What follows belongs to an exercise in optimizing a design on an open flow for small area, a short achievable clock period and few clock cycles per item; a production flow would make more cautious choices. No run shown here included a check of the RTL's function; only the layout flow was run. Power and IR drop assume default switching activity.

<file path="flow/design.v">
module sobel_stream_filter #(
  parameter int IMG_W  = 256,
  parameter int IMG_H  = 256,
  parameter int CH_W   = 8
) (
  input  logic                i_clk,
  input  logic                i_rst,
  input  logic                rgb_vld,
  input  logic [3*CH_W-1:0]   rgb_data,
  output logic                rgb_busy,
  output logic                result_vld,
  output logic [3*CH_W-1:0]   result_data,
  input  logic                result_busy
);
  localparam int CW   = $clog2(IMG_W);
  localparam int RW   = $clog2(IMG_H);
  localparam int NT   = 4;                 
  localparam int TW   = $clog2(NT);
  localparam int SEG  = IMG_W / NT;        
  localparam int QD   = 4;                 
  localparam int CAP  = QD + 1;            
  localparam int QW   = $clog2(QD + 1);
  typedef logic [CH_W-1:0] pix_t;
  logic [CW-1:0] col;
  logic [RW-1:0] row;
  logic [CW-1:0] dl;         
  logic [2:0]    cnt;        
  logic          vh;         
  logic [CH_W:0] rbh;        
  pix_t          gh;         
  logic          fire;       
  logic [NT-1:0] wt;         
  logic          acc, hit, xfer;
  assign acc  = rgb_vld && !rgb_busy;
  assign xfer = result_vld && !result_busy;
  logic [CW-1:0] dl_n;
  logic [2:0]    cnt_f, cnt_n;
  logic          vh_n, fire_n, room_n;
  assign dl_n   = fire ? dl : dl + 1'b1;
  assign cnt_f  = cnt + {2'b00, fire && hit};
  assign cnt_n  = cnt_f - {2'b00, xfer};
  assign room_n = xfer ? (cnt_f <= 3'(CAP)) : (cnt_f < 3'(CAP));
  assign vh_n   = acc || (vh && !fire);
  assign fire_n = vh_n && (dl_n[CW-TW-1:0] == '0) && room_n;
  logic [CW-1:0] col_n;
  logic [RW-1:0] row_n;
  assign col_n = (col == CW'(IMG_W - 1)) ? '0 : col + 1'b1;
  assign row_n = (col == CW'(IMG_W - 1)) ? ((row == RW'(IMG_H - 1)) ? '0 : row + 1'b1) : row;
  always_ff @(posedge i_clk) begin
    if (i_rst) begin
      col      <= '0;
      row      <= '0;
      hit      <= 1'b0;
      dl       <= '1;     
      cnt      <= '0;
      vh       <= 1'b0;
      fire     <= 1'b0;
      wt       <= '0;
      rgb_busy <= 1'b0;
    end else begin
      dl   <= dl_n;
      cnt  <= cnt_n;
      vh   <= vh_n;
      fire <= fire_n;
      for (int j = 0; j < NT; j++)
        wt[j] <= fire_n && (dl_n[CW-1 -: TW] == TW'(j));
      if (fire) begin
        col <= col_n;
        row <= row_n;
        hit <= (row_n >= RW'(2)) && (col_n >= CW'(2));
      end
      rgb_busy <= vh_n && !fire_n;
    end
  end
  always_ff @(posedge i_clk) begin
    if (acc) begin
      rbh <= {1'b0, rgb_data[3*CH_W-1 -: CH_W]} + {1'b0, rgb_data[CH_W-1:0]};
      gh  <= rgb_data[2*CH_W-1 -: CH_W];
    end
  end
  logic [CH_W+1:0] y_sum;
  pix_t            yh;
  assign y_sum = {1'b0, rbh} + {1'b0, gh, 1'b0};
  assign yh    = y_sum[CH_W+1:2];
  logic [2*CH_W-1:0] ring [IMG_W];
  pix_t              y_f;              
  logic [2*CH_W-1:0] tap  [NT];        
  always_comb begin
    for (int j = 0; j < NT; j++) tap[j] = ring[(j * SEG + IMG_W - 1) % IMG_W];
  end
  logic [NT-1:0] wf;
  always_ff @(posedge i_clk) begin
    if (i_rst) wf <= '0;
    else       wf <= wt;
  end
  always_ff @(posedge i_clk) begin
    for (int i = 0; i < IMG_W; i++) begin
      if (i % SEG == 1) begin
        if (wf[i / SEG]) ring[i] <= {ring[i-1][CH_W-1:0], y_f};
        else             ring[i] <= ring[i-1];
      end else begin
        ring[i] <= ring[(i + IMG_W - 1) % IMG_W];
      end
    end
  end
  logic [2*CH_W-1:0] t_c, t_f;
  logic              v_f, h_f;
  always_comb begin
    t_c = '0;
    for (int j = 0; j < NT; j++) if (wt[j]) t_c = t_c | tap[j];
  end
  always_ff @(posedge i_clk) begin
    t_f <= t_c;
    y_f <= yh;
    if (i_rst) begin
      v_f <= 1'b0;
      h_f <= 1'b0;
    end else begin
      v_f <= fire;
      h_f <= fire && hit;
    end
  end
  pix_t                   a_f, b_f;
  logic        [CH_W+1:0] s_c, s_s;
  logic signed [CH_W:0]   d_c, d_s;
  logic                   v_s, h_s;
  assign a_f = t_f[CH_W-1:0];
  assign b_f = t_f[2*CH_W-1:CH_W];
  assign s_c = {2'b00, b_f} + {1'b0, a_f, 1'b0} + {2'b00, y_f};
  assign d_c = $signed({1'b0, y_f}) - $signed({1'b0, b_f});
  always_ff @(posedge i_clk) begin
    s_s <= s_c;
    d_s <= d_c;
    if (i_rst) begin
      v_s <= 1'b0;
      h_s <= 1'b0;
    end else begin
      v_s <= v_f;
      h_s <= h_f;
    end
  end
  logic        [CH_W+1:0] s1, s2;
  logic signed [CH_W:0]   d1;
  logic signed [CH_W+2:0] e, gx, gy;
  pix_t                   gx_g, gy_g;
  logic                   sx_g, sy_g, ox_g, oy_g, h_g;
  assign gx = $signed({1'b0, s_s}) - $signed({1'b0, s2});
  assign gy = d_s + e;
  always_ff @(posedge i_clk) begin
    if (v_s) begin
      s1 <= s_s;
      s2 <= s1;
      d1 <= d_s;
      e  <= (d_s <<< 1) + d1;
    end
    gx_g <= gx[CH_W-1:0];
    gy_g <= gy[CH_W-1:0];
    sx_g <= gx[CH_W+2];
    sy_g <= gy[CH_W+2];
    ox_g <= gx[CH_W+1:CH_W] != {2{gx[CH_W+2]}};
    oy_g <= gy[CH_W+1:CH_W] != {2{gy[CH_W+2]}};
    if (i_rst) h_g <= 1'b0;
    else       h_g <= h_s;
  end
  logic [CH_W+1:0] msum;
  pix_t            m;
  assign msum = {2'b00, gx_g ^ {CH_W{sx_g}}} + {2'b00, gy_g ^ {CH_W{sy_g}}}
              + {{(CH_W+1){1'b0}}, sx_g} + {{(CH_W+1){1'b0}}, sy_g};
  assign m    = (ox_g || oy_g || msum[CH_W+1:CH_W] != 2'b00) ? '1 : msum[CH_W-1:0];
  pix_t          q [QD];
  logic [QW-1:0] qn;                
  pix_t          out_d;
  logic          ld;                
  assign ld = !result_vld || !result_busy;
  always_ff @(posedge i_clk) begin
    if (i_rst) begin
      result_vld <= 1'b0;
      qn         <= '0;
    end else begin
      if (ld) begin
        if (qn != '0) begin
          result_vld <= 1'b1;
          qn         <= qn - 1'b1 + QW'(h_g);
        end else begin
          result_vld <= h_g;
        end
      end else begin
        qn <= qn + QW'(h_g);
      end
    end
  end
  always_ff @(posedge i_clk) begin
    if (ld) out_d <= (qn != '0) ? q[0] : m;
    for (int i = 0; i < QD; i++) begin
      if (ld && qn != '0) begin
        if (h_g && (QW'(i) == qn - 1'b1)) q[i] <= m;
        else if (i < QD - 1)              q[i] <= q[i+1];
      end else if (!ld) begin
        if (h_g && (QW'(i) == qn)) q[i] <= m;
      end
    end
  end
  assign result_data = {out_d, out_d, out_d};
endmodule
</file>
<file path="flow/run.sh">
#!/bin/bash
# synth_recipe.tcl (not shown) runs the flow's synth.tcl, then flattens the netlist and writes it again
# the make line also repeats each setting of config.mk as NAME=value (left out here)
make -C /OpenROAD-flow-scripts/flow DESIGN_CONFIG=/design/flow/config.mk WORK_HOME=/design/flow/orfs CLKGATE_MAP_FILE= SYNTH_SCRIPT=/design/flow/synth_recipe.tcl finish
</file>
<file path="flow/config.mk">
export PLATFORM = sky130hd
export DESIGN_NAME = sobel_stream_filter
export DESIGN_NICKNAME = sobel_stream_filter
export VERILOG_FILES = /design/flow/design.v
export SDC_FILE = /design/flow/constraint.sdc
export NUM_CORES = 4
export LEC_CHECK = 0
export CAP_MARGIN = 20
export CORE_MARGIN = 2
export CORE_UTILIZATION = 40
export CTS_BUF_LIST = sky130_fd_sc_hd__clkbuf_16
export CTS_CLUSTER_DIAMETER = 60
export CTS_CLUSTER_SIZE = 30
export PLACE_DENSITY = 0.6
export SETUP_SLACK_MARGIN = 5
export SLEW_MARGIN = 20
</file>
<file path="flow/constraint.sdc">
create_clock -name core_clock -period 8.0 [get_ports {i_clk}]
set_input_delay 1.6000 -clock core_clock [delete_from_list [all_inputs] [get_ports {i_clk}]]
set_output_delay 1.6000 -clock core_clock [all_outputs]
set_load 0.01 [all_outputs]
</file>
==> qor.txt, run 1 <==
Status -> no timing/DRC/antenna violations
Worst path slowest cell -> edfxtp_1
Flop-to-flop setup slack -> 5.09 ns
CTS tree -> done
Synth Net Count -> 5315
Final WL -> 107000 um
Post-synthesis cell type count -> 68
Core Box Area -> 232000 um^2
Cells after synthesis -> 5182
Final Cycle Share -> 39.1%
Sequential power share -> 62.7%
Setup violators final -> 0
Crit-path max cell delay -> 0.43 ns
Sw power -> 7.73 mW
Ports -> 54
Hold path depth -> 0
Main synth FF type -> dfxtp_1
Post-DP HPWL -> 60800 um
CP Data Arrival Time -> 1.53 ns
Ys async rst share -> 0%
Min Tclk post-route -> 3.13 ns
Crit end category -> output pin
Final hold violations -> 0
Utilization after layout -> 44.4%
Average wire per standard cell -> 12.6 um
Post-CTS Hold Fix Bufs -> 0
Post-Layout Cell Count -> 8500
RR Endpoint -> q[0][7]
Initial Utilization -> 40.2%
Slew margin rel. -> 45.1%
Worst min-delay path class -> flip-flop to flip-flop
CP Buf/Inv Count -> 2
Final setup skew -> 0.0301 ns
Vias in the first global route -> 32.6k
Root buffer cell -> clkbuf_16
Largest net degree at the start of global routing -> 44
RSZ-0062 raised after global routing -> yes
Worst Tran Pin Value -> 0.824 ns
Fin nets -> 5516
Cell family with the largest share of critical-path delay -> flip-flops
Clock power share -> 30.8%
IO Port Bufs -> 53
Crit path cell chain -> buf_6 -> buf_6
Synth Area per Inst -> 18.0 um^2
Leakage -> 40.6 nW
EDFF count, synth -> 94
Peak supply drop -> 0.211 mV
Commonest cells after routing, fill and taps aside -> dfxtp_1, clkbuf_16, edfxtp_1
Setup TNS -> 0 ns
Seq/Total Area, Yosys -> 93.3%
CP required -> 6.40 ns
Sw frac -> 22.1%
Overflow after GRT -> 0
Synth Warn # -> 4
Die W -> 487 um
Via count -> 32.8k
CP max FO -> 2
Antenna-violating nets left -> 0
P_int -> 27.2 mW
Vias per cell -> 3.86
Worst R2R Start -> sy_g
Initial antenna violation count -> 4
Clock-pin slew on the worst setup and hold paths -> 0.11 ns
DRC errors left -> 0
Clock Latency Late Sink -> 0.84 ns
Max cap viols -> 0
CP dominant cell by count -> buf_6
GP Congestion -> 0.745
WS Path Type -> flip-flop to output pin
First-pass GRT wire length -> 172000 um
Clock Sinks -> 4299
Netlist Area Pre-Place -> 93300 um^2
Drt initial violations -> 1859
Worst reg-to-reg path cell count -> 10
Area of the die -> 237000 um^2
Area grow syn2layout -> 10.6%
Hold wc startpoint -> ring[150][2]
Crit path depth -> 2
First-pass iteration count of the detailed router -> 7
Share of layout cells above drive strength 1 -> 7.37%
GRT Total Usage -> 9.08%
CP startpoint kind -> flip-flop
F_max -> 320 MHz
Combinational group share of total power -> 6.5%
Leading cell type in the layout, fill and taps excluded -> dfxtp_1
P per Cell Area -> 339 nW/um^2
H-tree levels -> 4
Hold EP -> ring[151][2]
Total CTS buffers -> 179
FP Rows -> 177
Die H -> 487 um
Synthesis-stage register bit count -> 4299
Cells after DPL -> 8232
Clock buffer depth -> 3
Slew Viols, Final -> 0
==> power by group through the flow <==
stage	Combinational [mW]	Clock, mW	Sequential (mW)
2_1_floorplan	1.51	0	22.3
3_3_place_gp	1.84	0	22.4
3_5_place_dp	1.90	0	22.4
4_1_cts	2.07	11.1	21.9
5_1_grt	2.52	11.9	22.0
6_report	2.27	10.8	21.9
==> through the flow <==
stage	hold WS, ns	cell area [um^2]	worst slack [ns]	total power [mW]
floorplan	0.310	93300	4.88	23.9
global placement	0.310	97500	3.97	24.3
detailed placement	0.312	97500	3.91	24.3
CTS	0.304	103000	4.76	35.1
global route	0.296	103000	4.76	36.4
finish	0.309	103000	4.87	34.9
==> worst max-delay path by stage <==
stage | slack, ns | start | end
after floorplan | 4.88 | rgb_data[1] | rbh[7]
after global placement | 3.97 | rgb_data[0] | rbh[8]
after detailed placement | 3.91 | result_busy | q[2][1]
after CTS | 4.76 | out_d[0] | result_data[8]
after global routing | 4.76 | out_d[5] | result_data[21]
final | 4.87 | out_d[5] | result_data[5]
==> worst register-to-register path, cell delays in order (launching register included) <==
cell	delay (ns)
dfxtp_4	0.38
xor2_1	0.16
ha_1	0.33
ha_1	0.31
a21o_1	0.17
a21oi_2	0.21
nor2_1	0.11
o31ai_2	0.32
o211ai_4	0.19
nand2b_4	0.21
mux2_2	0.27
==> state kept, by name, summed over array words and instances (netlist names), 9 cells and up <==
signal / count
q: 32
ring: 4096
s2: 10
d_s: 9
t_f: 16
s1: 10
s_s: 9
e: 10
==> cell usage after synthesis, types with 5 or more instances <==
library cell | count | area share (%)
a211oi_1 | 6 | 0.048
a21o_1 | 21 | 0.17
a21oi_1 | 79 | 0.42
a22oi_1 | 33 | 0.27
and3_1 | 10 | 0.067
buf_4 | 16 | 0.13
clkbuf_1 | 35 | 0.14
dfxtp_1 | 4205 | 90
edfxtp_1 | 94 | 3.0
fa_1 | 15 | 0.32
ha_1 | 90 | 1.2
inv_1 | 71 | 0.29
mux2_2 | 73 | 0.88
nand2_1 | 57 | 0.23
nand2b_1 | 8 | 0.054
nand3_1 | 18 | 0.097
nand4_1 | 5 | 0.034
nor2_1 | 91 | 0.37
nor2b_1 | 20 | 0.13
nor3_1 | 16 | 0.086
o21a_1 | 11 | 0.089
o21ai_0 | 41 | 0.22
o21bai_1 | 7 | 0.056
o31a_1 | 5 | 0.047
o31ai_1 | 6 | 0.048
or3_1 | 5 | 0.034
xnor2_1 | 40 | 0.38
xor2_1 | 37 | 0.35
==> layer usage <==
layer  track usage, %  part of all wire [%]
met1             13.5                    54
met2             13.0                    40
met3             2.12                   4.0
met4             2.94                   2.4
met5                0                     0
==> cells by family (layout without fill, tap and decap cells) <==
family | count (synthesis) | count (layout) | synth area share (%)
AOI/OAI and AO/OA | 241 | 241 | 1.67
muxes | 77 | 77 | 0.924
other | 0 | 4 | 0
and+or+nand+nor | 255 | 255 | 1.31
adders and majority gates | 105 | 105 | 1.53
xor gates and xnor gates | 77 | 77 | 0.723
buffers and inverters | 128 | 399 | 0.585
DFF | 4299 | 4299 | 93.3
==> layout make-up <==
type                            count  area [um^2]
Antenna cell                        4         10.0
Clock buffer                      182         4550
Clock inverter                     69         1030
Fill cell                       19700       129000
Inverter                           72          270
Multi-Input combinational cell    755         5900
Sequential cell                  4299        87000
Tap cell                         3043         3810
Timing Repair Buffer               76          629
==> what timing repair did <==
action | 4_1_cts | 5_1_grt
gates resized for setup | 126 | 19
setup buffers | 9 | 4
pin swaps | 5 | 10
setup endpoints to repair | 85 | 55
==> run 2: changes to the inputs <==
--- a/flow/config.mk
+++ b/flow/config.mk
@@ -7,10 +7,10 @@
 export LEC_CHECK = 0
 export CAP_MARGIN = 20
 export CORE_MARGIN = 2
-export CORE_UTILIZATION = 40
+export CORE_UTILIZATION = 65
 export CTS_BUF_LIST = sky130_fd_sc_hd__clkbuf_16
 export CTS_CLUSTER_DIAMETER = 60
 export CTS_CLUSTER_SIZE = 30
-export PLACE_DENSITY = 0.6
+export PLACE_DENSITY = 0.75
 export SETUP_SLACK_MARGIN = 5
 export SLEW_MARGIN = 20
==> run 2 against run 1 <==
Critical path type is now flip-flop to flip-flop; largest cell class unchanged; still clean on timing, DRC and antenna; synthesized cell count did not move; critical endpoint is now out_d[2]; cell count fell by 14%; via count rose by 0.47%; synthesized area did not move; die area fell by 38%.
==> qor.txt, run 2 <==
FP Rows -> 139
Initial antenna violation count -> 13
Most common cell in the netlist -> dfxtp_1
Worst min-delay path class -> flip-flop to flip-flop
Setup TNS -> 0 ns
Ports -> 54
First-pass GRT wire length -> 194000 um
Peak supply drop -> 0.309 mV
Clock buffer depth -> 3
Leakage -> 40.4 nW
Status -> no timing/DRC/antenna violations
Crit end category -> flip-flop
Synth Warn # -> 4
Final setup skew -> 0.0600 ns
Combinational group share of total power -> 6.0%
Via count -> 32.9k
P_int -> 27.1 mW
CP required -> 8.53 ns
Drt initial violations -> 1849
Core Box Area -> 143000 um^2
IO Port Bufs -> 53
Final Hold Slack -> 0.275 ns
Area share of the largest cell type after synthesis -> 90.2%
Hold wc startpoint -> ring[216][6]
Clock-pin slew on the worst setup and hold paths -> 0.10 ns
Dominant cells by area after synthesis -> dfxtp_1, edfxtp_1, ha_1
Slew Viols, Final -> 0
CP startpoint kind -> flip-flop
Post-synthesis cell type count -> 68
Average wire per standard cell -> 16.8 um
Area grow syn2layout -> 8.64%
Final WL -> 123000 um
Main synth FF type -> dfxtp_1
Sequential power share -> 63.3%
Clock Latency Late Sink -> 0.84 ns
EDFF count, synth -> 94
Initial Utilization -> 65.3%
Setup violators final -> 0
Synth Area per Inst -> 18.0 um^2
Worst Tran Pin Value -> 1.17 ns
F_max -> 329 MHz
Biggest register -> ring
RSZ-0062 raised after global routing -> yes
Compound-Gate Fraction of Synth Area -> 1.67%
Vias per cell -> 4.49
Commonest cells after routing, fill and taps aside -> dfxtp_1, clkbuf_16, edfxtp_1
Synth Net Count -> 5315
Crit-path max cell delay -> 0.42 ns
Max cap viols -> 0
Xor/xnor share of the synthesized area -> 0.723%
Fin nets -> 5504
Final Cycle Share -> 38.0%
Share of layout cells above drive strength 1 -> 6.98%
Vias in the first global route -> 34.9k
Yosys top cell by area -> dfxtp_1
Die W -> 383 um
Cells after synthesis -> 5182
Post-DP HPWL -> 64100 um
Multiplexer share of the synthesized area -> 0.924%
Slew margin rel. -> 22.0%
First-pass iteration count of the detailed router -> 5
Sw power -> 7.53 mW
H-tree levels -> 4
Min Tclk post-route -> 3.04 ns
Clock Sinks -> 4299
Post-CTS Hold Fix Bufs -> 0
GP Congestion -> 0.792
Synthesis-stage register bit count -> 4299
Netlist Area Pre-Place -> 93300 um^2
Total CTS buffers -> 175
CP max FO -> 8
Seq/Total Area, Yosys -> 93.3%
Worst Setup SP -> sx_g
Flip-flop count of the largest register after layout -> 4096
CP Data Arrival Time -> 3.57 ns
P per Cell Area -> 342 nW/um^2
Regs by FF count -> ring: 4096 flops, q: 32 flops, t_f: 16 flops
Crit path cell chain -> buf_4 -> buf_4 -> xor2_1 -> ha_1 -> ha_1 -> nand2b_1 -> nor4_2 -> o211ai_4 -> nand2b_4 -> mux2_4
CP Buf/Inv Count -> 2
Die H -> 383 um
Area of the die -> 147000 um^2
Post-Synth Simple-Gate Area -> 1.31%
Fillers -> 8326
Overflow after GRT -> 0
GRT Total Usage -> 17.2%
Adder-Cell Fraction of Synth Area -> 1.53%
Root buffer cell -> clkbuf_16
DRC errors left -> 0
Clock power share -> 30.7%
Largest family of logic cells by synthesized area -> compound AO/OA/AOI/OAI gates
Worst path slowest cell -> ha_1
Top cells by count, synth -> dfxtp_1, edfxtp_1, nor2_1, ha_1, a21oi_1
Largest net degree at the start of global routing -> 44
CTS tree -> done
WS Path Type -> flip-flop to flip-flop
Sw frac -> 21.8%
Antenna-violating nets left -> 0
Ys async rst share -> 0%
Leading cell type in the layout, fill and taps excluded -> dfxtp_1
Cell family with the largest share of critical-path delay -> simple AND/OR/NAND/NOR gates
Worst R2R Start -> sx_g
Final hold violations -> 0
run 2: cell counts after synthesis:
No cell type changed its count.
run 2: worst reg2reg max path: stages, from the launching register on:
cell and delay, ns:
dfxtp_4 0.39, buf_4 0.16, buf_4 0.14, xor2_1 0.14, ha_1 0.29, ha_1 0.42, nand2b_1 0.12, nor4_2 0.39
o211ai_4 0.21, nand2b_4 0.23, mux2_4 0.27
run 2: power by group through the flow:
| stage | Sequential (mW) | Clock (mW) | Combinational, mW |
|---|---|---|---|
| 2_1_floorplan | 22.3 | 0 | 1.51 |
| 3_3_place_gp | 22.4 | 0 | 1.85 |
| 3_5_place_dp | 22.4 | 0 | 1.89 |
| 4_1_cts | 21.9 | 10.9 | 2.04 |
| 5_1_grt | 22.0 | 11.6 | 2.33 |
| 6_report | 21.9 | 10.6 | 2.07 |
run 2: through the flow:
stage | util, % | cell area, um^2 | worst slack [ns] | std cells | power [mW]
finish | 70.9 | 101000 | 4.96 | 7336 | 34.6
floorplan | - | 93300 | 4.88 | 5182 | 23.9
detailed placement | 67.2 | 96000 | 3.95 | 7089 | 24.3
global placement | 67.2 | 96000 | 3.98 | 7089 | 24.3
CTS | 70.9 | 101000 | 4.92 | 7330 | 34.8
global route | 70.9 | 101000 | 4.88 | 7332 | 35.9
run 2: logic make-up after synthesis:
logic type      Yosys count
fa+ha+maj               105
buf+inv                 128
flops                  4299
simple gates            255
xor+xnor                 77
mux                      77
compound gates          241
run 2: layer usage:
metal	GRT usage (%)	share of wire (%)	up-vias
li1	-	-	16600
met1	23.8	48	15600
met2	27.4	46	463
met3	3.57	3.8	236
met4	5.48	2.7	6
met5	0	0.024	-
run 2: path summary, 6_finish.rpt:
kind,slack (ns),cells past startpoint,end
max,4.96,10,out_d[2]
min,0.28,0,ring[217][6]
max reg2reg,4.96,10,out_d[2]
min reg2reg,0.28,0,ring[217][6]
run 2: final cells by class:
cell class              instances  area [um^2]  share of cell area [%]
well taps                    1903         2380                    2.35
clock inverters                49          644                   0.636
repair buffers                 68          515                   0.509
multi-input cells             755         5870                    5.79
flip-flops and latches       4299        87000                    85.8
diodes                          4         10.0                 0.00988
inverters                      72          270                   0.267
clock buffers                 186         4650                    4.59
run 2: what timing repair did:
| item | in CTS | in global routing |
|---|---|---|
| cloned | 0 | 0 |
| endpoints found under the setup margin | 67 | 70 |
| buffers inserted | 6 | 2 |
| gates resized for setup | 125 | 10 |
| pin swaps | 9 | 6 |
==> run 3: changes to the inputs <==
--- a/flow/design.v
+++ b/flow/design.v
@@ -153,8 +153,8 @@
       d1 <= d_s;
       e  <= (d_s <<< 1) + d1;
     end
-    gx_g <= gx[CH_W-1:0];
-    gy_g <= gy[CH_W-1:0];
+    gx_g <= gx[CH_W-1:0] ^ {CH_W{gx[CH_W+2]}};
+    gy_g <= gy[CH_W-1:0] ^ {CH_W{gy[CH_W+2]}};
     sx_g <= gx[CH_W+2];
     sy_g <= gy[CH_W+2];
     ox_g <= gx[CH_W+1:CH_W] != {2{gx[CH_W+2]}};
@@ -164,7 +164,7 @@
   end
   logic [CH_W+1:0] msum;
   pix_t            m;
-  assign msum = {2'b00, gx_g ^ {CH_W{sx_g}}} + {2'b00, gy_g ^ {CH_W{sy_g}}}
+  assign msum = {2'b00, gx_g} + {2'b00, gy_g}
               + {{(CH_W+1){1'b0}}, sx_g} + {{(CH_W+1){1'b0}}, sy_g};
   assign m    = (ox_g || oy_g || msum[CH_W+1:CH_W] != 2'b00) ? '1 : msum[CH_W-1:0];
   pix_t          q [QD];
==> run 3 against run 2 <==
Cell area rose by 0.17%; die area is 0.17% higher; worst setup slack improved by 0.031 ns; register-to-register slack improved by 0.03 ns; highest routed layer is now met4.
==> qor.txt, run 3 <==
Final WL -> 126000 um
Synthesis-stage register bit count -> 4300
Synth Area per Inst -> 17.9 um^2
Leakage -> 40.3 nW
Vias per cell -> 4.55
Die H -> 383 um
Dominant cells by area after synthesis -> dfxtp_1, edfxtp_1, ha_1
Average wire per standard cell -> 17.1 um
Clock-pin slew on the worst setup and hold paths -> 0.11 ns
Biggest register -> ring
Drt initial violations -> 1671
Ys async rst share -> 0%
H-tree levels -> 4
Post-DP HPWL -> 64500 um
Synth Net Count -> 5353
Worst Tran Pin Value -> 1.11 ns
Final Cycle Share -> 37.6%
Clock Sinks -> 4300
Main synth FF type -> dfxtp_1
Worst path slowest cell -> fa_1
Yosys top cell by area -> dfxtp_1
DRC errors left -> 0
Worst reg-to-reg path cell count -> 10
Clock buffer depth -> 3
Peak supply drop -> 0.281 mV
Setup TNS -> 0 ns
Clock Latency Late Sink -> 0.83 ns
Final setup skew -> 0.0503 ns
Setup violators final -> 0
Critical Path Sink -> q[0][7]
Slew margin rel. -> 25.9%
Hold wc startpoint -> ring[171][15]
CP max FO -> 7
Max cap viols -> 0
Fin nets -> 5545
Overflow after GRT -> 0
Area of the die -> 147000 um^2
GP Congestion -> 0.768
Ports -> 54
Share of layout cells above drive strength 1 -> 6.85%
Antenna-violating nets left -> 0
Min Tclk post-route -> 3.01 ns
FP Rows -> 139
Leading cell type in the layout, fill and taps excluded -> dfxtp_1
Worst R2R Start -> gx_g[0]
Top cells by count, synth -> dfxtp_1, nor2_1, edfxtp_1, ha_1, a21oi_1
F_max -> 332 MHz
Initial Utilization -> 65.3%
Commonest cells after routing, fill and taps aside -> dfxtp_1, clkbuf_16, nor2_1
Initial antenna violation count -> 3
Worst Setup SP -> gx_g[0]
Netlist Area Pre-Place -> 93500 um^2
Core Box Area -> 143000 um^2
Crit-path max cell delay -> 0.47 ns
Via count -> 33.6k
CP startpoint kind -> flip-flop
Largest net degree at the start of global routing -> 44
P per Cell Area -> 340 nW/um^2
Root buffer cell -> clkbuf_16
Flop-to-flop setup slack -> 4.99 ns
Status -> no timing/DRC/antenna violations
Final hold violations -> 0
Vias in the first global route -> 35.3k
CP Data Arrival Time -> 3.52 ns
Worst min-delay path class -> flip-flop to flip-flop
Area share of the largest cell type after synthesis -> 90.1%
CTS tree -> done
First-pass GRT wire length -> 199000 um
CP required -> 8.51 ns
First-pass iteration count of the detailed router -> 5
Flip-flop count of the largest register after layout -> 4096
IO Port Bufs -> 53
Slew Viols, Final -> 0
Area grow syn2layout -> 8.64%
Regs by FF count -> ring: 4096 flops, q: 32 flops, t_f: 16 flops
RR Endpoint -> q[0][7]
Cells after synthesis -> 5219
WS Path Type -> flip-flop to flip-flop
Total CTS buffers -> 175
Seq/Total Area, Yosys -> 93.1%
Crit path cell chain -> fa_1 -> ha_2 -> fa_2 -> a211oi_4 -> o21ai_2 -> a211oi_2 -> o311ai_4 -> buf_12 -> nor2_4 -> a21oi_1
Most common cell in the netlist -> dfxtp_1
Crit end category -> flip-flop
Placed Area -> 96200 um^2
GRT Total Usage -> 17.6%
Synth Warn # -> 4
Die W -> 383 um
EDFF count, synth -> 94
RSZ-0062 raised after global routing -> yes
Post-route cell area -> 102000 um^2
Post-synthesis cell type count -> 61
-- run 3: cell types whose count changed after synthesis, moves of 6 or more --
cell      previous run  this run
a21o_1              21        13
o211ai_1             1         9
a211oi_1             6        12
nand2_1             57        70
o21ai_0             41        53
xor2_1              37        30
inv_1               71        65
xnor2_1             40        47
nor2_1              91       103
-- run 3: what timing repair did --
action	in CTS	in global routing
buffers inserted	8	0
pin swaps	7	9
gates resized for setup	127	15
hold buffers	0	0
setup endpoints to repair	67	61
-- run 3: per-layer routing --
| layer | wire (um) | share of wire (%) | GRT usage (%) |
|---|---|---|---|
| met4 | 2760 | 2.2 | 4.98 |
| met5 | 0 | 0 | 0 |
| met1 | 60100 | 48 | 24.5 |
| met3 | 4050 | 3.2 | 3.00 |
| met2 | 59200 | 47 | 28.8 |
-- run 3: final cells by class --
class | instances | area, um^2
diodes | 2 | 5.00
clock buffers | 182 | 4550
multi-input cells | 796 | 6030
fillers | 8250 | 41600
flip-flops and latches | 4300 | 87000
clock inverters | 56 | 697
well taps | 1903 | 2380
repair buffers | 72 | 587
inverters | 66 | 248
-- run 3: how the worst min path moves through the flow --
stage,end,slack (ns),cells after the start
after detailed placement,ring[119][6],0.31,0
after CTS,ring[172][15],0.29,0
after global routing,ring[222][11],0.30,0
after global placement,ring[205][0],0.31,0
after floorplan,ring[100][0],0.31,0
final,ring[172][15],0.29,0
-- run 3: kinds of logic after synthesis --
group | synth area share, %
buffers and inverters | 0.570
adder cells (fa/ha/maj) | 1.55
AO/OA/AOI/OAI | 1.73
AND/OR/NAND/NOR | 1.46
XOR/XNOR | 0.722
flip-flops | 93.1
multiplexers | 0.851
-- run 3: per-stage QoR --
step	power [mW]	cells	hold WS, ns	setup WS [ns]	util, %
2_1_floorplan	23.7	5219	0.310	4.93	-
3_3_place_gp	24.1	7129	0.310	3.78	67.2
3_5_place_dp	24.2	7129	0.312	3.98	67.2
4_1_cts	34.7	7375	0.292	4.92	70.9
5_1_grt	35.7	7375	0.296	4.87	70.9
6_report	34.5	7377	0.294	4.99	70.9
-- run 3: critical path: cells and delay by family, from the launching register on --
family / cells / cell delay [ns]
compound gates: 5 / 0.93
fa+ha+maj: 3 / 1.04
buf+inv: 1 / 0.21
flops: 1 / 0.32
simple gates: 1 / 0.21
-- run 3: where the power goes --
| group | leakage (nW) | switching, mW | internal [mW] | total [mW] |
|---|---|---|---|---|
| registers | 34.7 | 0.155 | 21.8 | 21.9 |
| logic | 3.02 | 1.11 | 0.819 | 1.93 |
| clock network | 2.58 | 6.27 | 4.36 | 10.6 |
==> run 4: changes to the inputs <==
==> flow/flow/run.sh (new file) <==
#!/bin/bash
# The standard layout, with clock tree synthesis told not to add dummy
# loads (the clock tree is otherwise as the flow settings ask).
set -euo pipefail
export CTS_ARGS="-sink_clustering_enable -repair_clock_nets -sink_clustering_size 30 -sink_clustering_max_diameter 60 -buf_list sky130_fd_sc_hd__clkbuf_16 -dont_use_dummy_load"
bash standard.sh > standard.log 2>&1
==> flow/standard.sh (new file) <==
#!/bin/bash
# synth_recipe.tcl (not shown) runs the flow's synth.tcl, then flattens the netlist and writes it again
# the make line also repeats each setting of config.mk as NAME=value (left out here)
make -C /OpenROAD-flow-scripts/flow DESIGN_CONFIG=/design/flow/config.mk WORK_HOME=/design/flow/orfs CLKGATE_MAP_FILE= SYNTH_SCRIPT=/design/flow/synth_recipe.tcl "${@:-finish}"
removed: flow/run.sh
==> run 4 against run 3 <==
Sequential power hardly changed; die area unchanged; flip-flop and latch count is the same; cell count down 0.83%; cell area decreased by 0.82%; combinational power about the same; fmax up 0.88%; register-to-register slack improved by 0.04 ns.
==> qor.txt, run 4 <==
RR Endpoint -> out_d[1]
Ports -> 54
Vias per cell -> 4.56
Flop-to-flop setup slack -> 5.03 ns
Commonest cells after routing, fill and taps aside -> dfxtp_1, clkbuf_16, nor2_1
Worst min-delay path class -> flip-flop to flip-flop
Fin nets -> 5548
CP required -> 6.40 ns
Root buffer cell -> clkbuf_16
Design Power -> 33.7 mW
Status -> no timing/DRC/antenna violations
Max cap viols -> 0
Top cells by count, synth -> dfxtp_1, nor2_1, edfxtp_1, ha_1, a21oi_1
Area share of the largest cell type after synthesis -> 90.1%
H-tree levels -> 4
WS Path Type -> flip-flop to output pin
Setup TNS -> 0 ns
Post-Layout Cell Count -> 7316
Core Box Area -> 143000 um^2
Die W -> 383 um
Setup violators final -> 0
Cells after DPL -> 7129
Placed Area -> 96200 um^2
Post-synthesis cell type count -> 61
Crit end category -> output pin
Share of layout cells above drive strength 1 -> 6.06%
CP Data Arrival Time -> 1.38 ns
Worst Setup SP -> out_d[1]
Final setup skew -> 0.108 ns
Overflow after GRT -> 0
Initial antenna violation count -> 5
Final Cycle Share -> 37.3%
Slew margin rel. -> 29.6%
Vias in the first global route -> 35.0k
Final WL -> 125000 um
Netlist Area Pre-Place -> 93500 um^2
Via count -> 33.3k
F_max -> 335 MHz
Clock-pin slew on the worst setup and hold paths -> 0.11 ns
GP Congestion -> 0.768
FP Rows -> 139
Clock buffer depth -> 3
Regs by FF count -> ring: 4096 flops, q: 32 flops, t_f: 16 flops
Seq/Total Area, Yosys -> 93.1%
Register area -> 87000 um^2
Antenna-violating nets left -> 0
DRC errors left -> 0
Cells after synthesis -> 5219
Fillers -> 8354
First-pass GRT wire length -> 196000 um
Synth Net Count -> 5353
Average wire per standard cell -> 17.1 um
Ys async rst share -> 0%
Min Tclk post-route -> 2.98 ns
Yosys top cell by area -> dfxtp_1
Footprint of the multi-input gates -> 6030 um^2
Worst Tran Pin Value -> 1.06 ns
RSZ-0062 raised after global routing -> yes
CTS tree -> done
Peak supply drop -> 0.296 mV
Clock Sinks -> 4300
CP startpoint kind -> flip-flop
Synth Warn # -> 4
Total CTS buffers -> 175
Post-CTS Hold Fix Bufs -> 0
Leading cell type in the layout, fill and taps excluded -> dfxtp_1
Die H -> 383 um
Leakage -> 39.9 nW
P per Cell Area -> 334 nW/um^2
EDFF count, synth -> 94
Post-route cell area -> 101000 um^2
Utilization after layout -> 70.4%
Slew Viols, Final -> 0
Clock Latency Late Sink -> 0.81 ns
Main synth FF type -> dfxtp_1
Synth Area per Inst -> 17.9 um^2
Area of the die -> 147000 um^2
Worst R2R Start -> gx_g[0]
CP max FO -> 3
Largest net degree at the start of global routing -> 44
First-pass iteration count of the detailed router -> 5
Synthesis-stage register bit count -> 4300
Dominant cells by area after synthesis -> dfxtp_1, edfxtp_1, ha_1
Initial Utilization -> 65.3%
Flip-flop count of the largest register after layout -> 4096
Most common cell in the netlist -> dfxtp_1
Final hold violations -> 0
Worst reg-to-reg path cell count -> 10
Area grow syn2layout -> 7.75%
Post-DP HPWL -> 64500 um
GRT Total Usage -> 17.4%
IO Port Bufs -> 53
Biggest register -> ring
Critical Path Sink -> result_data[1]
Drt initial violations -> 1634
-- run 4: cell types whose count changed in the layout (fill, tap and decap cells not counted), moves of 4 or more --
cell       change
clkbuf_16      -7
buf_2          -8
buf_4          +4
inv_1          -6
buf_6          +5
inv_6         -11
inv_8          -4
inv_12         -5
inv_16         -5
clkinv_16      -4
clkinv_8       -4
clkinv_1       -7
-- run 4: how the worst min path moves through the flow --
stage / start / to / cells past startpoint
global route: ring[109][7] / ring[110][7] / 0
CTS: ring[109][7] / ring[110][7] / 0
finish: ring[109][7] / ring[110][7] / 0
global placement: ring[204][0] / ring[205][0] / 0
detailed placement: ring[118][6] / ring[119][6] / 0
floorplan: ring[99][0] / ring[100][0] / 0
-- run 4: area by class of cell --
class / count / share of cell area, %
Antenna cell: 1 / 0.00249
Clock buffer: 175 / 4.35
Tap cell: 1903 / 2.36
Multi-Input combinational cell: 796 / 5.99
Inverter: 66 / 0.246
Sequential cell: 4300 / 86.4
Timing Repair Buffer: 75 / 0.621
-- run 4: critical path, stage by stage (launching register included) --
cell	delay [ns]
edfxtp_1	0.39
buf_4	0.14
clkbuf_2	0.11
-- run 4: metrics by stage --
| stage | hold WS (ns) | setup slack [ns] |
|---|---|---|
| after floorplan | 0.310 | 4.93 |
| after detailed placement | 0.312 | 3.98 |
| final | 0.242 | 5.02 |
| after global placement | 0.310 | 3.78 |
| after global routing | 0.249 | 4.86 |
| after CTS | 0.244 | 4.91 |
-- run 4: cell families (layout without fill, tap and decap cells) --
group                      after synthesis  count (layout)  share of synthesized area, %
DFF                                   4300            4300                          93.1
and+or+nand+nor                        291             291                          1.46
AOI/OAI and AO/OA                      251             251                          1.73
buffers and inverters                  123             316                         0.570
adders and majority gates              106             106                          1.55
xor gates and xnor gates                77              77                         0.722
muxes                                   71              71                         0.851
other                                    0               1                             0
-- run 4: routing by layer --
metal,global-route usage (%),vias to the layer above,routed length (um)
met4,4.78,0,2750
li1,-,16700,-
met2,28.5,396,58700
met5,0,-,0
met3,2.92,199,3850
met1,24.1,16000,59700
-- run 4: repair_timing --
item / in CTS / in global routing
pin swaps: 8 / 12
gates resized for setup: 119 / 21
endpoints found under the setup margin: 79 / 44
gates cloned: 0 / 0
setup buffers: 8 / 3
-- run 4: power breakdown --
group	internal [mW]	total (mW)	switching [mW]
clock	3.93	9.80	5.86
combinational	0.818	1.92	1.11
sequential	21.8	22.0	0.157
total	26.5	33.7	7.13
==> run 5: changes to the inputs <==
--- a/flow/config.mk
+++ b/flow/config.mk
@@ -5,6 +5,7 @@
 export SDC_FILE = /design/flow/constraint.sdc
 export NUM_CORES = 4
 export LEC_CHECK = 0
+export ABC_CLOCK_PERIOD_IN_PS = 2500
 export CAP_MARGIN = 20
 export CORE_MARGIN = 2
 export CORE_UTILIZATION = 65
==> run 5 against run 4 <==
Largest power group unchanged; critical path depth is the same; synthesized area is the same; routed wire length is the same; non-clock buffer count is the same; sequential power is essentially flat; register-to-register slack is essentially flat; combinational power is essentially flat; global-route usage is the same; first-iteration DRC count is the same; still clean.
==> qor.txt, run 5 <==
Status -> no timing/DRC/antenna violations
Sequential power share -> 65.2%
Crit path cell chain -> buf_4 -> clkbuf_2
Combinational group share of total power -> 5.7%
P_int -> 26.5 mW
DRC errors left -> 0
GP Congestion -> 0.768
Worst R2R Start -> gx_g[0]
Critical Path Sink -> result_data[1]
Leading cell type in the layout, fill and taps excluded -> dfxtp_1
Biggest register -> ring
Netlist Area Pre-Place -> 93500 um^2
CTS tree -> done
Largest net degree at the start of global routing -> 44
EDFF count, synth -> 94
Overflow after GRT -> 0
Placed Area -> 96200 um^2
Vias in the first global route -> 35.0k
Ys async rst share -> 0%
Leakage -> 39.9 nW
Regs by FF count -> ring: 4096 flops, q: 32 flops, t_f: 16 flops
H-tree levels -> 4
Synthesis-stage register bit count -> 4300
Area share of the largest cell type after synthesis -> 90.1%
Clock Latency Late Sink -> 0.81 ns
Final hold violations -> 0
Via count -> 33.3k
Seq/Total Area, Yosys -> 93.1%
Worst Tran Pin Value -> 1.06 ns
P per Cell Area -> 334 nW/um^2
RR Endpoint -> out_d[1]
GRT Total Usage -> 17.4%
Total CTS buffers -> 175
First-pass iteration count of the detailed router -> 5
Average wire per standard cell -> 17.1 um
Share of layout cells above drive strength 1 -> 6.06%
CP required -> 6.40 ns
Most common cell in the netlist -> dfxtp_1
Antenna-violating nets left -> 0
WS Path Type -> flip-flop to output pin
Vias per cell -> 4.56
CP startpoint kind -> flip-flop
Yosys top cell by area -> dfxtp_1
Worst Setup SP -> out_d[1]
Drt initial violations -> 1634
Clock-pin slew on the worst setup and hold paths -> 0.11 ns
Fillers -> 8354
Final Hold Slack -> 0.242 ns
Final WS setup -> 5.02 ns
Clock power share -> 29.1%
Synth Area per Inst -> 17.9 um^2
Core Box Area -> 143000 um^2
Fin nets -> 5548
RSZ-0062 raised after global routing -> yes
Initial Utilization -> 65.3%
Post-route cell area -> 101000 um^2
Die H -> 383 um
Dominant cells by area after synthesis -> dfxtp_1, edfxtp_1, ha_1
Flip-flop count of the largest register after layout -> 4096
Post-synthesis cell type count -> 61
Max cap viols -> 0
Peak supply drop -> 0.296 mV
Clock buffer depth -> 3
Area of the die -> 147000 um^2
Area grow syn2layout -> 7.75%
Main synth FF type -> dfxtp_1
Worst reg-to-reg path cell count -> 10
IO Port Bufs -> 53
Worst path slowest cell -> edfxtp_1
Die W -> 383 um
Setup TNS -> 0 ns
CP max FO -> 3
FP Rows -> 139
Design Power -> 33.7 mW
Crit end category -> output pin
First-pass GRT wire length -> 196000 um
Min Tclk post-route -> 2.98 ns
Final WL -> 125000 um
Commonest cells after routing, fill and taps aside -> dfxtp_1, clkbuf_16, nor2_1
Ports -> 54
Place WS -> 3.98 ns
Setup violators final -> 0
Sw frac -> 21.2%
Final setup skew -> 0.108 ns
Post-DP HPWL -> 64500 um
Worst min-delay path class -> flip-flop to flip-flop
Final Cycle Share -> 37.3%
Slew margin rel. -> 29.6%
Initial antenna violation count -> 5
Clock Sinks -> 4300
Root buffer cell -> clkbuf_16
Cells after synthesis -> 5219
Sw power -> 7.13 mW
CP Data Arrival Time -> 1.38 ns
Slew Viols, Final -> 0
Synth Net Count -> 5353
F_max -> 335 MHz
Top cells by count, synth -> dfxtp_1, nor2_1, edfxtp_1, ha_1, a21oi_1
Synth Warn # -> 4
Crit-path max cell delay -> 0.39 ns
Flop-to-flop setup slack -> 5.03 ns
run 5: cell counts in the layout (fill, tap and decap cells not counted):
No cell type changed its count.
run 5: kinds of logic (layout without fill, tap and decap cells):
group	after synthesis	after routing	share of synthesized area (%)
multiplexers	71	71	0.851
flip-flops	4300	4300	93.1
other	0	1	0
AND/OR/NAND/NOR	291	291	1.46
buffers and inverters	123	316	0.570
AO/OA/AOI/OAI	251	251	1.73
XOR/XNOR	77	77	0.722
adder cells (fa/ha/maj)	106	106	1.55
run 5: worst min path at each step:
stage            startpoint  cells after the start            to
2_1_floorplan   ring[99][0]                      0  ring[100][0]
3_5_place_dp   ring[118][6]                      0  ring[119][6]
6_report       ring[109][7]                      0  ring[110][7]
4_1_cts        ring[109][7]                      0  ring[110][7]
3_3_place_gp   ring[204][0]                      0  ring[205][0]
5_1_grt        ring[109][7]                      0  ring[110][7]
run 5: worst max-delay path: cells and delay by family, from the launching register on:
family	cells	cell delay (ns)
flip-flops	1	0.39
buffers and inverters	2	0.25
run 5: final cells by class:
cell class	count	area, um^2	share of cell area (%)
sequential	4300	87000	86.4
multi-input combinational	796	6030	5.99
clock buffer	175	4380	4.35
tap	1903	2380	2.36
timing repair buffer	75	626	0.621
inverter	66	248	0.246
antenna	1	2.50	0.00249
run 5: layer usage:
metal,vias to the layer above,share of wire (%),track usage (%)
met1,16000,48,24.1
met5,-,0,0
met4,0,2.2,4.78
li1,16700,-,-
met2,396,47,28.5
met3,199,3.1,2.92
run 5: what timing repair did:
item	in CTS	in global routing
cloned	0	0
setup endpoints to repair	79	44
buffers inserted	8	3
endpoints found under the hold margin	0	0
resized for setup	119	21
pin swaps	8	12
hold buffers	0	0
run 5: power by group through the flow:
stage / clock network (mW) / registers (mW) / logic, mW
6_report: 9.80 / 22.0 / 1.92
5_1_grt: 10.7 / 22.0 / 2.16
4_1_cts: 10.0 / 22.0 / 1.86
3_5_place_dp: 0 / 22.4 / 1.74
3_3_place_gp: 0 / 22.4 / 1.67
2_1_floorplan: 0 / 22.4 / 1.34
run 5: per-stage QoR:
stage | util (%) | instances
2_1_floorplan | - | 5219
3_3_place_gp | 67.2 | 7129
3_5_place_dp | 67.2 | 7129
4_1_cts | 70.3 | 7312
5_1_grt | 70.4 | 7315
6_report | 70.4 | 7316
==> run 6: changes to the inputs <==
==> flow/flow/run.sh (replaced) <==
#!/bin/bash
# The standard layout, with clock tree synthesis told not to add dummy
# loads (the clock tree is otherwise as the flow settings ask).
set -euo pipefail
export CTS_ARGS="-sink_clustering_enable -repair_clock_nets -sink_clustering_size 20 -sink_clustering_max_diameter 40 -buf_list sky130_fd_sc_hd__clkbuf_8 -dont_use_dummy_load"
bash standard.sh > standard.log 2>&1
--- a/flow/config.mk
+++ b/flow/config.mk
@@ -5,7 +5,6 @@
 export SDC_FILE = /design/flow/constraint.sdc
 export NUM_CORES = 4
 export LEC_CHECK = 0
-export ABC_CLOCK_PERIOD_IN_PS = 2500
 export CAP_MARGIN = 20
 export CORE_MARGIN = 2
 export CORE_UTILIZATION = 65
==> run 6 against run 5 <==
Critical path depth down 1; non-clock buffer count down 2; sequential share of layout area down 0.10 points; critical path type unchanged; largest cell class unchanged; largest power group unchanged; highest routed layer unchanged.
==> qor.txt, run 6 <==
Status -> no timing/DRC/antenna violations
Yosys top cell by area -> dfxtp_1
Worst min-delay path class -> flip-flop to flip-flop
Clock Sinks -> 4300
Seq/Total Area, Yosys -> 93.1%
Synth Net Count -> 5353
P_int -> 26.3 mW
WS Path Type -> flip-flop to output pin
Initial Utilization -> 65.3%
CP Data Arrival Time -> 1.49 ns
Crit-path max cell delay -> 0.41 ns
Share of layout cells above drive strength 1 -> 8.88%
Drt initial violations -> 1469
Area share of the largest cell type after synthesis -> 90.1%
Most common cell in the netlist -> dfxtp_1
CP Buf/Inv Count -> 1
Final Cycle Share -> 38.6%
P per Cell Area -> 332 nW/um^2
Total CTS buffers -> 325
Crit end category -> output pin
CP max FO -> 3
Die W -> 383 um
Post-synthesis cell type count -> 61
Synth Area per Inst -> 17.9 um^2
CTS tree -> done
Sw frac -> 21.5%
Max cap viols -> 0
Ys async rst share -> 0%
Top cells by count, synth -> dfxtp_1, nor2_1, edfxtp_1, ha_1, a21oi_1
Peak supply drop -> 0.225 mV
Min Tclk post-route -> 3.09 ns
IO Port Bufs -> 53
Clock-pin slew on the worst setup and hold paths -> 0.10 ns
CP required -> 6.40 ns
First-pass GRT wire length -> 185000 um
Sequential power share -> 65.6%
Post-DP HPWL -> 64500 um
Vias in the first global route -> 34.9k
Clock buffer depth -> 4
First-pass iteration count of the detailed router -> 5
Leading cell type in the layout, fill and taps excluded -> dfxtp_1
Utilization after layout -> 70.4%
Final hold violations -> 0
Regs by FF count -> ring: 4096 flops, q: 32 flops, t_f: 16 flops
Cells after synthesis -> 5219
Flop-to-flop setup slack -> 4.92 ns
Cell family with the largest share of critical-path delay -> flip-flops
Register area -> 87000 um^2
GP Congestion -> 0.768
Via count -> 33.8k
F_max -> 323 MHz
Commonest cells after routing, fill and taps aside -> dfxtp_1, clkbuf_8, nor2_1
Antenna-violating nets left -> 0
Setup violators final -> 0
FP Rows -> 139
Post-CTS Hold Fix Bufs -> 0
Root buffer cell -> clkbuf_8
EDFF count, synth -> 94
Largest net degree at the start of global routing -> 44
Biggest register -> ring
Synthesis-stage register bit count -> 4300
Leakage -> 40.1 nW
Core Box Area -> 143000 um^2
Flip-flop count of the largest register after layout -> 4096
Worst R2R Start -> sy_g
Area of the die -> 147000 um^2
Die H -> 383 um
Area grow syn2layout -> 7.87%
Setup TNS -> 0 ns
Fin nets -> 5696
Vias per cell -> 4.52
Initial antenna violation count -> 6
H-tree levels -> 5
Combinational group share of total power -> 5.8%
Netlist Area Pre-Place -> 93500 um^2
DRC errors left -> 0
Overflow after GRT -> 0
Crit path cell chain -> buf_2
Slew margin rel. -> 8.36%
Clock Latency Late Sink -> 0.99 ns
Hold wc startpoint -> ring[55][12]
Ports -> 54
Sw power -> 7.18 mW
Footprint of the multi-input gates -> 6090 um^2
Average wire per standard cell -> 15.5 um
Worst Tran Pin Value -> 1.37 ns
Main synth FF type -> dfxtp_1
Final WL -> 116000 um
Slew Viols, Final -> 0
Synth Warn # -> 4
GRT Total Usage -> 16.1%
Fillers -> 8354
Clock power share -> 28.5%
RSZ-0062 raised after global routing -> yes
Worst Setup SP -> out_d[6]
Final setup skew -> 0.105 ns
Worst path slowest cell -> edfxtp_1
Dominant cells by area after synthesis -> dfxtp_1, edfxtp_1, ha_1
CP startpoint kind -> flip-flop
## run 6: layer usage
metal	vias up	GRT usage [%]	part of all wire, %
met5	-	0	0
li1	17000	-	-
met4	0	6.31	3.0
met3	304	3.30	3.8
met2	503	24.4	44
met1	16000	23.1	50
## run 6: logic make-up (layout without fill, tap and decap cells)
logic type	after synthesis	count (layout)	share of synthesized area, %
other	0	6	0
buffers and inverters	123	464	0.570
AOI/OAI and AO/OA	251	251	1.73
DFF	4300	4300	93.1
and+or+nand+nor	291	291	1.46
muxes	71	71	0.851
adders and majority gates	106	106	1.55
xor gates and xnor gates	77	77	0.722
## run 6: repair_timing
action	in CTS	in global routing
buffers inserted	7	0
endpoints found under the setup margin	65	85
pin swaps	4	24
gates resized for setup	126	42
## run 6: metrics by stage
| stage | cells | setup slack (ns) | hold WS, ns | power [mW] | cell area [um^2] |
|---|---|---|---|---|---|
| 5_1_grt | 7465 | 4.80 | 0.218 | 34.8 | 101000 |
| 3_3_place_gp | 7129 | 3.78 | 0.310 | 24.1 | 96200 |
| 4_1_cts | 7461 | 4.78 | 0.209 | 33.7 | 101000 |
| 6_report | 7469 | 4.91 | 0.228 | 33.4 | 101000 |
| 2_1_floorplan | 5219 | 4.93 | 0.310 | 23.7 | 93500 |
| 3_5_place_dp | 7129 | 3.98 | 0.312 | 24.2 | 96200 |
## run 6: worst register-to-register path: stages, from the launching register on
cell	delay, ns
dfxtp_2	0.32
fa_1	0.47
ha_2	0.21
fa_2	0.43
a211oi_4	0.26
o21ai_2	0.11
a211oi_2	0.34
o311ai_4	0.14
buf_6	0.20
nor2_4	0.22
buf_6	0.13
inv_2	0.02
## run 6: final timing paths
| kind | to | cells after the start |
|---|---|---|
| worst max-delay path | result_data[14] | 1 |
| worst min-delay path | ring[56][12] | 0 |
| worst max register to register | q[3][7] | 11 |
| worst min register to register | ring[56][12] | 0 |
## run 6: power groups by stage
stage | clock network [mW] | logic, mW | registers (mW)
2_1_floorplan | 0 | 1.34 | 22.4
5_1_grt | 10.6 | 2.19 | 22.0
4_1_cts | 9.87 | 1.85 | 22.0
3_5_place_dp | 0 | 1.74 | 22.4
3_3_place_gp | 0 | 1.67 | 22.4
6_report | 9.54 | 1.95 | 21.9
## run 6: cell type report
cell class,instances,share of cell area (%)
diodes,6,0.0149
multi-input cells,796,6.04
repair buffers,73,0.576
inverters,66,0.246
clock buffers,325,4.44
well taps,1903,2.36
flip-flops and latches,4300,86.3
==> run 7: changes to the inputs <==
==> flow/flow/run.sh (replaced) <==
#!/bin/bash
# The standard layout, with clock tree synthesis told not to add dummy
# loads (the clock tree is otherwise as the flow settings ask).
set -euo pipefail
export CTS_ARGS="-sink_clustering_enable -repair_clock_nets -sink_clustering_size 36 -sink_clustering_max_diameter 50 -buf_list sky130_fd_sc_hd__clkbuf_16 -dont_use_dummy_load"
bash standard.sh > standard.log 2>&1
--- a/flow/config.mk
+++ b/flow/config.mk
@@ -7,10 +7,10 @@
 export LEC_CHECK = 0
 export CAP_MARGIN = 20
 export CORE_MARGIN = 2
-export CORE_UTILIZATION = 65
+export CORE_UTILIZATION = 80
 export CTS_BUF_LIST = sky130_fd_sc_hd__clkbuf_16
-export CTS_CLUSTER_DIAMETER = 60
-export CTS_CLUSTER_SIZE = 30
-export PLACE_DENSITY = 0.75
+export CTS_CLUSTER_DIAMETER = 50
+export CTS_CLUSTER_SIZE = 36
+export PLACE_DENSITY = 0.9
 export SETUP_SLACK_MARGIN = 5
 export SLEW_MARGIN = 20
==> run 7 against run 6 <==
Synthesized cell count unchanged; synthesized area unchanged; the flow now stops in clock tree synthesis (4_1_cts).
==> qor.txt, run 7 <==
Seq/Total Area, Yosys -> 93.1%
Dominant cells by area after synthesis -> dfxtp_1, edfxtp_1, ha_1
Post-CTS Setup Repair Bufs -> 53
Netlist Area Pre-Place -> 93500 um^2
Clock buffer depth -> 3
Most common cell in the netlist -> dfxtp_1
Main synth FF type -> dfxtp_1
Ys async rst share -> 0%
Cells after synthesis -> 5219
IO Port Bufs -> 53
Placed Area -> 95600 um^2
Root buffer cell -> clkbuf_16
Post-DP HPWL -> 100000 um
Post-CTS Hold Fix Bufs -> 0
EDFF count, synth -> 94
Yosys top cell by area -> dfxtp_1
H-tree levels -> 4
Post-synthesis cell type count -> 61
Die H -> 346 um
Failing step -> clock tree synthesis (4_1_cts)
Area share of the largest cell type after synthesis -> 90.1%
Ports -> 54
Clock Sinks -> 4300
Die W -> 346 um
Synthesis-stage register bit count -> 4300
Synth Area per Inst -> 17.9 um^2
Stop Error -> [ERROR DPL-0033] detailed placement checks failed during check placement.
Total CTS buffers -> 171
FP Rows -> 125
Post-cts gate resize count -> 256
Status -> stopped before the end
Synth Net Count -> 5353
Top cells by count, synth -> dfxtp_1, nor2_1, edfxtp_1, ha_1, a21oi_1
Initial Utilization -> 80.5%
Synth Warn # -> 4
GP Congestion -> 0.800
[run 7: cell counts after synthesis]
Identical to the previous run, type by type.
[run 7: logic make-up after synthesis]
logic type / synth area share, %
XOR/XNOR: 0.722
multiplexers: 0.851
buffers and inverters: 0.570
AND/OR/NAND/NOR: 1.46
flip-flops: 93.1
AO/OA/AOI/OAI: 1.73
adder cells (fa/ha/maj): 1.55
[run 7: metrics by stage]
step	std cells	worst slack (ns)
after floorplan	5219	4.93
after global placement	6743	3.92
after detailed placement	6743	3.74
[run 7: how the worst max path moves through the flow]
stage | end | slack, ns | cells past startpoint
after global placement | q[2][3] | 3.92 | 3
after floorplan | q[1][0] | 4.93 | 3
after detailed placement | q[2][5] | 3.74 | 3
[run 7: power by group through the flow]
| stage | Clock [mW] | Combinational [mW] | Sequential (mW) |
|---|---|---|---|
| after detailed placement | 0 | 2.02 | 22.5 |
| after global placement | 0 | 1.65 | 22.4 |
| after floorplan | 0 | 1.34 | 22.4 |
==> run 8: changes to the inputs <==
==> flow/flow/run.sh (replaced) <==
#!/bin/bash
# The standard layout, with clock tree synthesis told not to add dummy
# loads (the clock tree is otherwise as the flow settings ask).
set -euo pipefail
export CTS_ARGS="-sink_clustering_enable -repair_clock_nets -sink_clustering_size 30 -sink_clustering_max_diameter 60 -buf_list {sky130_fd_sc_hd__clkbuf_16 sky130_fd_sc_hd__clkbuf_8 sky130_fd_sc_hd__clkbuf_4} -dont_use_dummy_load"
bash standard.sh > standard.log 2>&1
--- a/flow/config.mk
+++ b/flow/config.mk
@@ -7,10 +7,10 @@
 export LEC_CHECK = 0
 export CAP_MARGIN = 20
 export CORE_MARGIN = 2
-export CORE_UTILIZATION = 80
+export CORE_UTILIZATION = 65
 export CTS_BUF_LIST = sky130_fd_sc_hd__clkbuf_16
-export CTS_CLUSTER_DIAMETER = 50
-export CTS_CLUSTER_SIZE = 36
-export PLACE_DENSITY = 0.9
+export CTS_CLUSTER_DIAMETER = 60
+export CTS_CLUSTER_SIZE = 30
+export PLACE_DENSITY = 0.75
 export SETUP_SLACK_MARGIN = 5
 export SLEW_MARGIN = 20
==> run 8 against run 7 <==
The run now finishes clean; synthesized cell count unchanged; synthesized area is the same.
==> qor.txt, run 8 <==
Status -> no timing/DRC/antenna violations
Commonest cells after routing, fill and taps aside -> dfxtp_1, clkbuf_16, nor2_1
Die W -> 383 um
EDFF count, synth -> 94
Worst Tran Pin Value -> 1.06 ns
Die H -> 383 um
Area of the die -> 147000 um^2
Final Cycle Share -> 37.3%
Seq/Total Area, Yosys -> 93.1%
Max cap viols -> 0
Antenna-violating nets left -> 0
Leakage -> 39.9 nW
Min Tclk post-route -> 2.98 ns
Slew margin rel. -> 29.6%
Leading cell type in the layout, fill and taps excluded -> dfxtp_1
DRC errors left -> 0
CP max FO -> 3
Final WL -> 125000 um
Final hold violations -> 0
RSZ-0062 raised after global routing -> yes
Fin nets -> 5548
CP Data Arrival Time -> 1.38 ns
Netlist Area Pre-Place -> 93500 um^2
Synth Net Count -> 5353
Worst path slowest cell -> edfxtp_1
Synth Area per Inst -> 17.9 um^2
Setup TNS -> 0 ns
Top cells by count, synth -> dfxtp_1, nor2_1, edfxtp_1, ha_1, a21oi_1
Clock Sinks -> 4300
Setup violators final -> 0
GRT Total Usage -> 17.4%
H-tree levels -> 4
WS Path Type -> flip-flop to output pin
Total CTS buffers -> 175
Main synth FF type -> dfxtp_1
IO Port Bufs -> 53
Peak supply drop -> 0.296 mV
Crit-path max cell delay -> 0.39 ns
First-pass GRT wire length -> 196000 um
Crit end category -> output pin
Vias in the first global route -> 35.0k
Flip-flop count of the largest register after layout -> 4096
Share of layout cells above drive strength 1 -> 6.06%
First-pass iteration count of the detailed router -> 5
Worst min-delay path class -> flip-flop to flip-flop
Synth Warn # -> 4
Ys async rst share -> 0%
Yosys top cell by area -> dfxtp_1
P per Cell Area -> 334 nW/um^2
Core Box Area -> 143000 um^2
Drt initial violations -> 1634
Slew Viols, Final -> 0
Root buffer cell -> clkbuf_16
Initial Utilization -> 65.3%
Final setup skew -> 0.108 ns
CTS tree -> done
Cells after synthesis -> 5219
Vias per cell -> 4.56
Crit path cell chain -> buf_4 -> clkbuf_2
Area share of the largest cell type after synthesis -> 90.1%
Clock Latency Late Sink -> 0.81 ns
Post-synthesis cell type count -> 61
Most common cell in the netlist -> dfxtp_1
FP Rows -> 139
Ports -> 54
Biggest register -> ring
Average wire per standard cell -> 17.1 um
Dominant cells by area after synthesis -> dfxtp_1, edfxtp_1, ha_1
GP Congestion -> 0.768
Regs by FF count -> ring: 4096 flops, q: 32 flops, t_f: 16 flops
Cell family with the largest share of critical-path delay -> flip-flops
Clock buffer depth -> 3
Clock-pin slew on the worst setup and hold paths -> 0.11 ns
Largest net degree at the start of global routing -> 44
CP startpoint kind -> flip-flop
Final Hold Slack -> 0.242 ns
Synthesis-stage register bit count -> 4300
Initial antenna violation count -> 5
CP Buf/Inv Count -> 2
CP required -> 6.40 ns
Area grow syn2layout -> 7.75%
Post-DP HPWL -> 64500 um
Overflow after GRT -> 0
Via count -> 33.3k
F_max -> 335 MHz
Post-CTS Hold Fix Bufs -> 0
==> run 8: layer usage <==
metal	track usage (%)	up-vias	routed length, um
li1	-	16700	-
met4	4.78	0	2750
met2	28.5	396	58700
met5	0	-	0
met1	24.1	16000	59700
met3	2.92	199	3850
==> run 8: cells by family (layout without fill, tap and decap cells) <==
group	count (synthesis)	in the layout	synth area share, %
xor+xnor	77	77	0.722
fa+ha+maj	106	106	1.55
simple gates	291	291	1.46
mux	71	71	0.851
buf+inv	123	316	0.570
other cells	0	1	0
compound gates	251	251	1.73
flops	4300	4300	93.1
==> run 8: repair_timing <==
action / in CTS / in global routing
setup endpoints to repair: 79 / 44
pin swaps: 8 / 12
resized for setup: 119 / 21
buffers inserted: 8 / 3
==> run 8: cell type report <==
| type | count | area (um^2) |
|---|---|---|
| Multi-Input combinational cell | 796 | 6030 |
| Sequential cell | 4300 | 87000 |
| Antenna cell | 1 | 2.50 |
| Timing Repair Buffer | 75 | 626 |
| Tap cell | 1903 | 2380 |
| Clock buffer | 175 | 4380 |
| Inverter | 66 | 248 |
| Fill cell | 8354 | 42400 |
==> run 8: worst paths after layout <==
kind                     start             end  slack, ns  depth (start not counted)
setup / recovery      out_d[1]  result_data[1]       5.02                          2
hold / removal    ring[109][7]    ring[110][7]       0.24                          0
setup reg to reg       gx_g[0]        out_d[1]       5.03                         10
hold reg to reg   ring[109][7]    ring[110][7]       0.24                          0
==> run 8: through the flow <==
stage | area, um^2 | worst slack, ns | total power, mW | instances | utilization (%)
global placement | 96200 | 3.78 | 24.1 | 7129 | 67.2
CTS | 101000 | 4.91 | 33.8 | 7312 | 70.3
global route | 101000 | 4.86 | 34.9 | 7315 | 70.4
detailed placement | 96200 | 3.98 | 24.2 | 7129 | 67.2
finish | 101000 | 5.02 | 33.7 | 7316 | 70.4
floorplan | 93500 | 4.93 | 23.7 | 5219 | -
==> run 8: where the power goes <==
| group | switching, mW | internal (mW) |
|---|---|---|
| Combinational | 1.11 | 0.818 |
| Clock | 5.86 | 3.93 |
| Sequential | 0.157 | 21.8 |
| Total | 7.13 | 26.5 |

afterwards: timing with drivers on the ports:
The flow's constraints put no driver on any port. The routed layouts listed below were extracted and timed again, unchanged, in two steps. Step 1 (the two cells are an assumption about what drives the block):
set clk [get_ports {i_clk}]
set_driving_cell -lib_cell sky130_fd_sc_hd__clkbuf_16 $clk
set_driving_cell -lib_cell sky130_fd_sc_hd__buf_2 [delete_from_list [all_inputs] $clk]
Step 2 times the ports against the registers' clock, not the clock port: input delays grow and output delays shrink by t, the midpoint of the rising clock arrivals with the driver on. a / b / c = ideal ports / drivers / drivers and shift; a / b = the first two.
| run | t (ns) | slack for setup (ns) | worst setup path at the end | latest minus earliest clock arrival (ns) | pins driven straight from the clock port |
|---|---|---|---|---|---|
| run 1 | 0.900 | 4.870 / 4.787 / 4.239 | input to register | 0.051 / 0.052 | 1 |
| run 2 | 0.883 | 4.960 / 4.955 / 4.184 | input to register | 0.067 / 0.067 | 1 |
| run 3 | 0.883 | 4.991 / 4.933 / 4.281 | input to register | 0.060 / 0.060 | 1 |
| run 4 | 0.848 | 5.018 / 4.941 / 4.305 | input to register | 0.131 / 0.131 | 1 |
| run 5 | 0.848 | 5.018 / 4.941 / 4.305 | input to register | 0.131 / 0.131 | 1 |
| run 6 | 1.029 | 4.909 / 4.833 / 4.089 | input to register | 0.140 / 0.140 | 1 |
| run 8 | 0.848 | 5.018 / 4.941 / 4.305 | input to register | 0.131 / 0.131 | 1 |
After both steps setup and hold are still met in every run listed. The setup slack of run 6, which loses most, moves by -0.076 ns with the drivers and by -0.820 ns with both steps.
